This design comes from an exercise in tuning for small area, a short achievable clock period and few clock cycles on the open sky130 flow, not from production work.
For this run, only the layout was checked, not whether the RTL still works.
Power and IR drop assume default switching activity.

`flow/run.sh`:
```
#!/bin/bash
# synth_recipe.tcl (not shown) runs the flow's synth.tcl, then flattens the netlist and writes it again
# the make line also repeats each setting of config.mk as NAME=value (left out here)
make -C /OpenROAD-flow-scripts/flow DESIGN_CONFIG=/design/flow/config.mk WORK_HOME=/design/flow/orfs CLKGATE_MAP_FILE= SYNTH_SCRIPT=/design/flow/synth_recipe.tcl finish
```
`flow/config.mk`:
```
export PLATFORM = sky130hd
export DESIGN_NAME = deparser_top
export DESIGN_NICKNAME = deparser_top
export VERILOG_FILES = /design/flow/design.v
export SDC_FILE = /design/flow/constraint.sdc
export NUM_CORES = 8
export LEC_CHECK = 0
export CAP_MARGIN = 20
export CORE_MARGIN = 2
export CORE_UTILIZATION = 40
export SETUP_SLACK_MARGIN = 5.0
export SLEW_MARGIN = 20
export SYNTH_HIERARCHICAL = 1
export SYNTH_MINIMUM_KEEP_SIZE = 1000000
export TNS_END_PERCENT = 100
```
`flow/constraint.sdc`:
```
create_clock -name core_clock -period 9.0 [get_ports {clk}]
set_input_delay 1.8000 -clock core_clock [delete_from_list [all_inputs] [get_ports {clk}]]
set_output_delay 1.8000 -clock core_clock [all_outputs]
set_load 0.01 [all_outputs]
```
`flow/design.v`:
```
`default_nettype none
package deparser_pkg;
	typedef logic [8*8-1:0] seg_data_t;
	typedef logic [8-1:0] seg_keep_t;
	typedef logic [16*8-1:0] head_data_t;  
	typedef logic [16-1:0] head_keep_t;
	typedef logic [16/8-1:0] head_last_t;
	typedef logic [385-1:0] phv_t;
	typedef logic [12-1:0] vlan_id_t;
	typedef logic [$clog2(32)-1:0] table_addr_t;
	typedef logic [4*16-1:0] act_entry_t;  
	typedef logic [16-1:0] parse_act_t;
	typedef logic [1:0] field_kind_t;  
	typedef logic [47:0] field_val_t;
	typedef logic [6:0] byte_off_t;
	typedef enum logic [3:0] {IDLE, WAIT_RAM, START, PATCH, FLUSH_SEG0, FLUSH_SEG1,
		FLUSH_BODY, DROP_HEAD, DROP_BODY} depar_state_t;
	typedef enum logic [1:0] {WAIT_HDR, WAIT_ADDR, WAIT_DATA, FLUSH_REST} ctrl_state_t;
	typedef enum logic [1:0] {SEL_SEG0, SEL_SEG1, SEL_BODY} out_sel_t;
endpackage
`default_nettype wire
`timescale 1ns/1ps
`default_nettype none
module act_table_loader
(
	input wire clk,
	input wire aresetn,
	input deparser_pkg::seg_data_t ctrl_data,
	input wire ctrl_valid,
	input wire ctrl_last,
	output logic wr_en,
	output deparser_pkg::table_addr_t wr_addr,
	output logic [31:0] wr_data
);
	deparser_pkg::ctrl_state_t state;
	deparser_pkg::act_entry_t data_rev;
	logic [31:0] packed_acts;
	always_comb begin
		for (int i = 0; i < 8; i++)
			data_rev[8*i +: 8] = ctrl_data[8*(8-1-i) +: 8];
	end
	always_comb begin
		logic [7:0] act;
		int n;
		packed_acts = '0;
		n = 0;
		for (int a = 0; a < 4; a++) begin
			act[7:6] = (data_rev[16*(3-a)] && data_rev[16*(3-a)+10 +: 3] == 3'b000) ?
				data_rev[16*(3-a)+1 +: 2] : 2'b00;
			act[5:4] = data_rev[16*(3-a)+3 +: 2];
			act[3:0] = data_rev[16*(3-a)+6 +: 4];
			if (act[7:6] != 2'b00) begin
				packed_acts[8*n +: 8] = act;
				n = n + 1;
			end
		end
	end
	always_ff @(posedge clk) begin
		if (!aresetn) begin
			state <= deparser_pkg::WAIT_HDR;
			wr_en <= 1'b0;
		end else begin
			wr_en <= ctrl_valid && state == deparser_pkg::WAIT_DATA;
			if (ctrl_valid) begin
				case (state)
					deparser_pkg::WAIT_HDR: if (!ctrl_last) state <= deparser_pkg::WAIT_ADDR;
					deparser_pkg::WAIT_ADDR: begin
						if (ctrl_data[2:0] == 3'b101 && !ctrl_last)
							state <= deparser_pkg::WAIT_DATA;
						else
							state <= ctrl_last ? deparser_pkg::WAIT_HDR : deparser_pkg::FLUSH_REST;
					end
					deparser_pkg::WAIT_DATA:
						state <= ctrl_last ? deparser_pkg::WAIT_HDR : deparser_pkg::FLUSH_REST;
					deparser_pkg::FLUSH_REST: if (ctrl_last) state <= deparser_pkg::WAIT_HDR;
				endcase
			end
		end
	end
	always_ff @(posedge clk) begin
		if (ctrl_valid && state == deparser_pkg::WAIT_ADDR)
			wr_addr <= ctrl_data[8 +: $clog2(32)];
		wr_data <= packed_acts;
	end
endmodule
`default_nettype wire
`timescale 1ns/1ps
`default_nettype none
module act_table_ram
(
	input wire clk,
	input wire wr_en,
	input deparser_pkg::table_addr_t wr_addr,
	input wire [31:0] wr_data,
	input deparser_pkg::table_addr_t rd_addr,
	output logic [31:0] rd_data
);
	logic [31:0] mem [32];
	always_ff @(posedge clk) begin
		if (wr_en)
			mem[wr_addr] <= wr_data;
	end
	assign rd_data = mem[rd_addr];
endmodule
`default_nettype wire
`timescale 1ns/1ps
`default_nettype none
module field_extract
(
	input deparser_pkg::phv_t phv,
	input wire [7:0] act,  
	output deparser_pkg::seg_data_t data,
	output deparser_pkg::head_keep_t wmask
);
	localparam int BASE_4B = 4 * 16;
	localparam int BASE_6B = BASE_4B + 4 * 32;
	logic [1:0] kind, idx;
	logic [3:0] off;
	logic [47:0] left;
	deparser_pkg::seg_data_t ordered;
	logic [5:0] span;
	assign kind = act[7:6];
	assign idx = act[5:4];
	assign off = act[3:0];
	always_comb begin
		left = '0;
		case (kind)
			2'b01: left[47:32] = phv[16*idx +: 16];
			2'b10: left[47:16] = phv[BASE_4B + 32*idx +: 32];
			default: left = phv[BASE_6B + 48*idx +: 48];
		endcase
		ordered = '0;
		for (int j = 0; j < 6; j++)
			ordered[8*j +: 8] = left[8*(5-j) +: 8];
		case (kind)
			2'b01: span = 6'b000011;
			2'b10: span = 6'b001111;
			2'b11: span = 6'b111111;
			default: span = 6'b000000;
		endcase
	end
	assign data = ({ordered, ordered} << (8*off[2:0])) >> 64;
	assign wmask = 16'(span) << off;
endmodule
`default_nettype wire
`timescale 1ns/1ps
`default_nettype none
module head_buffer
(
	input wire seg,
	input deparser_pkg::head_data_t ov,
	input deparser_pkg::head_keep_t ov_mask,
	input deparser_pkg::head_data_t head_data,
	output deparser_pkg::seg_data_t seg_data
);
	always_comb begin
		for (int p = 0; p < 8; p++) begin
			if (seg)
				seg_data[8*p +: 8] = ov_mask[8+p] ? ov[64 + 8*p +: 8] : head_data[64 + 8*p +: 8];
			else
				seg_data[8*p +: 8] = ov_mask[p] ? ov[8*p +: 8] : head_data[8*p +: 8];
		end
	end
endmodule
`default_nettype wire
`timescale 1ns/1ps
`default_nettype none
`default_nettype wire
`timescale 1ns/1ps
`default_nettype none
module deparser_top
(
	input wire clk,
	input wire aresetn,
	input deparser_pkg::phv_t phv,
	input wire phv_empty,
	output logic phv_rd_en,
	input deparser_pkg::vlan_id_t vlan_id,
	input wire vlan_empty,
	output logic vlan_rd_en,
	input deparser_pkg::head_data_t head_data,
	input deparser_pkg::head_keep_t head_keep,
	input deparser_pkg::head_last_t head_last,
	input wire head_empty,
	output logic head_rd_en,
	input deparser_pkg::seg_data_t body_data,
	input deparser_pkg::seg_keep_t body_keep,
	input wire body_last,
	input wire body_empty,
	output logic body_rd_en,
	output deparser_pkg::seg_data_t out_data,
	output deparser_pkg::seg_keep_t out_keep,
	output logic out_last,
	output logic out_valid,
	input wire out_ready,
	input deparser_pkg::seg_data_t ctrl_data,
	input wire ctrl_valid,
	input wire ctrl_last
);
	logic wr_en;
	deparser_pkg::table_addr_t wr_addr;
	logic [31:0] wr_data, lookup;
	deparser_pkg::table_addr_t rd_addr;
	act_table_loader u_loader (.clk(clk), .aresetn(aresetn), .ctrl_data(ctrl_data),
		.ctrl_valid(ctrl_valid), .ctrl_last(ctrl_last), .wr_en(wr_en), .wr_addr(wr_addr),
		.wr_data(wr_data));
	act_table_ram u_ram (.clk(clk), .wr_en(wr_en), .wr_addr(wr_addr), .wr_data(wr_data),
		.rd_addr(rd_addr), .rd_data(lookup));
	logic [31:0] e0;
	deparser_pkg::table_addr_t i1;  
	logic ev0, ev1;
	logic enq_e, deq_e;
	assign vlan_rd_en = !vlan_empty && !ev1;
	assign rd_addr = ev1 ? i1 : vlan_id[8:4];
	assign enq_e = vlan_rd_en;
	always_ff @(posedge clk) begin
		if (!aresetn) begin
			ev0 <= 1'b0;
			ev1 <= 1'b0;
		end else begin
			ev0 <= ev1 || (ev0 && !deq_e) || enq_e;
			ev1 <= ev1 ? !deq_e : (ev0 && !deq_e && enq_e);
		end
	end
	always_ff @(posedge clk) begin
		if (ev1 ? deq_e : (!ev0 || deq_e))
			e0 <= lookup;
		else if (pe_step)
			e0 <= {8'h00, e0[31:8]};
		if (!ev1)
			i1 <= vlan_id[8:4];
	end
	logic j0v, j0d, j1v, j1d;
	logic b_pop, b_done, b_fwd, fwd_pending;
	logic j_enq, j_enq_d;
	assign fwd_pending = (j0v && !j0d) || (j1v && !j1d);
	assign b_pop = j0v && !body_empty && (j0d || out_ready);
	assign b_done = b_pop && body_last;
	assign b_fwd = b_pop && !j0d;
	assign body_rd_en = b_pop;
	always_ff @(posedge clk) begin
		if (!aresetn) begin
			j0v <= 1'b0;
			j1v <= 1'b0;
		end else begin
			if (b_done) begin
				j0v <= j1v || j_enq;
				j0d <= j1v ? j1d : j_enq_d;
				j1v <= j1v && j_enq;
				j1d <= j_enq_d;
			end else if (j_enq) begin
				if (j0v) begin
					j1v <= 1'b1;
					j1d <= j_enq_d;
				end else begin
					j0v <= 1'b1;
					j0d <= j_enq_d;
				end
			end
		end
	end
	deparser_pkg::head_data_t ov0, ov1;
	deparser_pkg::seg_data_t pdata;
	deparser_pkg::head_keep_t om0, om1, pcover;
	logic full0, full1, drop0, drop1, wp, rp, pe_act;
	logic pe_go, pe_step, pe_done, pe_ok;
	field_extract u_fx (.phv(phv), .act(e0[7:0]), .data(pdata), .wmask(pcover));
	assign pe_ok = ev0 && !(wp ? full1 : full0);
	assign pe_go = pe_ok && !phv_empty;
	assign pe_step = pe_go && !phv[384];
	assign pe_done = pe_go && (phv[384] || e0[15:14] == 2'b00);
	assign phv_rd_en = pe_done;
	assign deq_e = pe_done;
	logic a_full, a_drop, seg_q;
	logic hasbody, last_seg, h_out, h_drop, consume;
	deparser_pkg::seg_data_t patched;
	assign a_full = rp ? full1 : full0;
	assign a_drop = rp ? drop1 : drop0;
	assign hasbody = head_last == 2'b00;
	assign last_seg = seg_q || head_last[0];
	logic k_drop, k_send;
	assign k_drop = a_full && a_drop && !j1v;
	assign k_send = a_full && !a_drop && !j1v && !fwd_pending;
	assign h_out = !head_empty && out_ready && k_send;
	assign h_drop = !head_empty && k_drop;
	assign consume = !head_empty && (k_drop || (out_ready && k_send && last_seg));
	assign j_enq = consume && hasbody;
	assign j_enq_d = a_drop;
	assign head_rd_en = consume;
	always_ff @(posedge clk) begin
		if (!aresetn) begin
			pe_act <= 1'b0;
			full0 <= 1'b0;
			full1 <= 1'b0;
			wp <= 1'b0;
			rp <= 1'b0;
			seg_q <= 1'b0;
		end else begin
			if (pe_go)
				pe_act <= !pe_done;
			if (pe_done)
				wp <= !wp;
			if (consume)
				rp <= !rp;
			if (pe_done && !wp)
				full0 <= 1'b1;
			else if (consume && !rp)
				full0 <= 1'b0;
			if (pe_done && wp)
				full1 <= 1'b1;
			else if (consume && rp)
				full1 <= 1'b0;
			if (h_out)
				seg_q <= !last_seg;
		end
	end
	always_ff @(posedge clk) begin
		if (pe_done && !wp)
			drop0 <= phv[384];
		if (pe_done && wp)
			drop1 <= phv[384];
		if (pe_step && !wp) begin
			for (int k = 0; k < 16; k++) begin
				if (pcover[k])
					ov0[8*k +: 8] <= pdata[8*(k%8) +: 8];
				om0[k] <= pcover[k] || (pe_act && om0[k]);
			end
		end
		if (pe_step && wp) begin
			for (int k = 0; k < 16; k++) begin
				if (pcover[k])
					ov1[8*k +: 8] <= pdata[8*(k%8) +: 8];
				om1[k] <= pcover[k] || (pe_act && om1[k]);
			end
		end
	end
	head_buffer u_head (.seg(seg_q), .ov(rp ? ov1 : ov0), .ov_mask(rp ? om1 : om0),
		.head_data(head_data), .seg_data(patched));
	logic b_sel;
	assign b_sel = j0v && !j0d;
	always_ff @(posedge clk) begin
		out_data <= b_sel ? body_data : patched;
		out_keep <= b_sel ? body_keep : (seg_q ? head_keep[15:8] : head_keep[7:0]);
		out_last <= b_sel ? body_last : (seg_q ? head_last[1] : head_last[0]);
	end
	always_ff @(posedge clk) begin
		if (!aresetn)
			out_valid <= 1'b0;
		else
			out_valid <= h_out || b_fwd;
	end
endmodule
`default_nettype wire
```
==> notes.md <==
==> registers in the layout (all words and copies together), names as in the netlist, 2 cells and up <==
name	flops
u_loader.state	2
out_data	64
om1	16
ov0	128
om0	16
u_loader.wr_data	32
e0	32
i1	5
out_keep	8
u_ram.mem	1024
ov1	128
u_loader.wr_addr	5
==> per-layer routing <==
metal  routed length, um  vias up  GRT usage (%)
li1                    -    18200              -
met1               96420    21570          39.20
met2              109400     2232          44.28
met3               25600      346          8.114
met4                7016       42          8.457
met5                 247        -              0
==> power groups by stage <==
stage	clock network [W]	logic [W]	registers, W
floorplan	0	0.00158	0.00790
global placement	0	0.00295	0.00796
detailed placement	0	0.00298	0.00796
CTS	0.00639	0.00306	0.00781
global route	0.00668	0.00323	0.00782
finish	0.00630	0.00310	0.00781
==> stage by stage <==
step	instances	total power (W)	setup WS [ns]	util (%)
2_1_floorplan	4243	0.009481	4.654	-
3_3_place_gp	6856	0.01091	3.013	46.64
3_5_place_dp	6856	0.01094	2.943	46.65
4_1_cts	7175	0.01726	4.557	50.19
5_1_grt	7218	0.01772	4.531	50.32
6_report	7239	0.01721	4.510	50.36
==> cell type report <==
| cell class | count | area (um2) |
|---|---|---|
| clock buffer | 206 | 4215 |
| multi-input combinational | 2442 | 20030 |
| tap | 2072 | 2592 |
| timing repair buffer | 862 | 8592 |
| antenna | 59 | 147.6 |
| fill | 13320 | 78620 |
| clock inverter | 85 | 839.6 |
| inverter | 33 | 181.4 |
| timing repair inverter | 3 | 26.28 |
| sequential | 1477 | 43130 |
==> synth_stat cells (15+ instances only) <==
| cell | count | area share [%] |
|---|---|---|
| a211oi_1 | 34 | 0.40 |
| a21o_1 | 15 | 0.18 |
| a21oi_1 | 78 | 0.61 |
| a221oi_1 | 31 | 0.43 |
| a222oi_1 | 22 | 0.34 |
| a22o_1 | 23 | 0.32 |
| a22oi_1 | 47 | 0.55 |
| a311oi_1 | 40 | 0.55 |
| a31oi_1 | 43 | 0.42 |
| a32o_1 | 27 | 0.42 |
| a32oi_1 | 17 | 0.23 |
| and2_1 | 41 | 0.40 |
| and3_1 | 43 | 0.42 |
| buf_1 | 31 | 0.18 |
| buf_2 | 66 | 0.52 |
| clkbuf_1 | 179 | 1.1 |
| dfxtp_1 | 124 | 3.9 |
| edfxtp_1 | 1353 | 64 |
| inv_1 | 28 | 0.16 |
| mux2i_1 | 357 | 5.6 |
| mux4_2 | 261 | 9.2 |
| nand2_1 | 674 | 4.0 |
| nand2b_1 | 37 | 0.36 |
| nand3_1 | 117 | 0.92 |
| nor2_1 | 154 | 0.91 |
| nor3_1 | 22 | 0.17 |
| o21ai_0 | 145 | 1.1 |
| o22ai_1 | 61 | 0.60 |
==> worst max-delay path: stages <==
cell     delay [ns]
buf_8          0.08
o21ba_4        0.16
nor4b_4        0.43
buf_4          0.22
==> worst max-delay path by stage <==
stage | cells after the start | from | to
finish | 4 | phv[384] | phv_rd_en
global route | 4 | phv[384] | phv_rd_en
CTS | 4 | phv[384] | phv_rd_en
detailed placement | 9 | vlan_id[4] | e0[22]
global placement | 9 | vlan_id[4] | e0[18]
floorplan | 13 | ctrl_data[20] | u_loader.wr_data[0]
==> kinds of logic after synthesis <==
group / count (synthesis) / share of synthesized area [%]
compound gates: 655 / 7.176
flops: 1477 / 67.52
xor+xnor: 2 / 0.02744
fa+ha+maj: 15 / 0.3057
mux: 632 / 15.09
simple gates: 1138 / 7.721
buf+inv: 324 / 2.162
==> what timing repair did <==
| action | CTS | global route |
|---|---|---|
| pin swaps | 10 | 9 |
| setup endpoints to repair | 465 | 113 |
| resized for setup | 120 | 41 |
| buffers inserted | 21 | 5 |
| cloned | 7 | 0 |
==> impl_metrics.csv <==
group,metric,value,unit
global_routing,grt_pass1_wl,322500,um
sta,final.min_clock_period,4.490,ns
place,place_area,73890,um2
global_routing,grt_overflow,0,
logic_synthesis,ys_seq_area_share,67.52,%
min_path,min_path_cells,2,
min_path,hp-start,"j1v",
sta,clock.fmax,222.7,MHz
logic_synthesis,synth_warnings,11,
global_routing,grt_max_degree,87,
die,fp.coreArea,158400,um2
sta,hold_viol_final,0,
die,num_rows,146,
global_routing,grt_pass1_vias,40220,
final_layout,layout_common_cells,"edfxtp_1, clkdlybuf4s50_1, nand2_1, mux2i_1, mux4_2",
clock_network,htreeDepth,4,
place,numPortBuffers,743,
clock_network,cts_tree,"yes",
setup_path,ff2ff_path_depth,7,
route,vias_per_cell,5.855,
final_layout,syn_to_final_growth,24.92,%
power,peakVddDrop,0.0002180,V
clock_network,clk_pin_slew,0.06,ns
clock_network,cts_buffers,158,
setup_path,cp-end-kind,"output pin",
sta,fin_setup_tns,0,ns
logic_synthesis,synthDistinctLibCells,69,
setup_path,worst-setup-path-type,"in2out",
logic_synthesis,synth_fp_nets,4947,
final_layout,final_common_cell,"edfxtp_1",
min_path,holdPathEnd,"j1v",
power,p_comb_share,18.0,%
setup_path,crit_fanout,2,
setup_path,arrival,2.69,ns
global_routing,antenna_found_initial,70,
setup_path,required,7.20,ns
route,drt_wl_total,238700,um
sta,setup_viol,0,
final_layout,fin_nets,5681,
logic_synthesis,synth_enable_flop_cells,1353,
route,drc,0,
die,die_x,403.5,um
sta,hold_ws,0.4919,ns
die,fp.dieH,403.5,um
sta,tightest_slew,1.140,ns
route,routedWlPerCell,32.98,um
setup_path,reg2reg_setup_slack,5.11,ns
run,max_cap_viol_count,0,
clock_network,clock_latency,0.81,ns
sta,rsz0062_at_grt,"true",
setup_path,start_kind,"input pin",
final_layout,fin_area,79760,um2
power,power_density,215.7,nW/um2
route,dr.pass1.iters,7,
power,switching_share,27.86,%
power,p_seq_share,45.4,%
die,pin_count,767,
die,initial_core_util,40.31,%
place,gp_congestion,0.9463,
setup_path,rr_endpoint,"ov1[13]",
global_routing,track_usage,28.58,%
sta,finClkSkew,0.05379,ns
clock_network,clock_sinks,1477,
logic_synthesis,synth_ff_type,"edfxtp_1",
power,p_sw,0.004793,W
logic_synthesis,synth-seq-cells,1477,
run_status,status,"complete, no violations",
sta,timing.final.max_slew_violations,0,
logic_synthesis,avgSynthCellArea,15.05,um2
route,drtIter0Drc,5869,
min_path,hold_path.class,"reg2reg",
logic_synthesis,syn_area,63850,um2
place,place_hpwl,162900,um
clock_network,root_buffer,"clkbuf_16",
clock_network,clock_path_buffers,3,
sta,period_share,49.89,%
final_layout,layout-drive-gt1-share,14.62,%
power,p_leak,26.00,nW
die,dieArea,162800,um2
clock_network,cts_hold_buffers,0,
logic_synthesis,syn_inst,4243,
power,power.clock.fraction,36.6,%
logic_synthesis,ys_async_sr_fraction,0,%
power,p_int,0.01241,W
setup_path,r2r_start,"e0[5]",
route,drtAntennaViolNets,0,
sta,relSlewSlack,24.00,%
route,via_count,42380,

==> separate check: timing with driven ports <==
The flow's constraints put no driver on any port. The routed layout listed below was extracted and timed again, unchanged, in two steps.
Step 1: set_driving_cell puts a clkbuf_16 on clk and a buf_2 on each other input, an assumption about the parent block.
Step 2 also shifts input and output timing later by t, the mid clock arrival at the registers, as if the neighbouring blocks saw the same clock.
a / b / c = ideal ports / drivers / drivers and shift; a / b = the first two.
t (ns): 0.859
setup slack, ns: 4.510 / 4.392 / 4.108
hold WS [ns]: 0.492 / 0.492 / 0.492
clock arrival spread, ns: 0.055 / 0.056
After both steps this run still meets setup and hold. For this run, drivers alone change the setup slack by -0.118 ns; drivers and shift together by -0.402 ns.
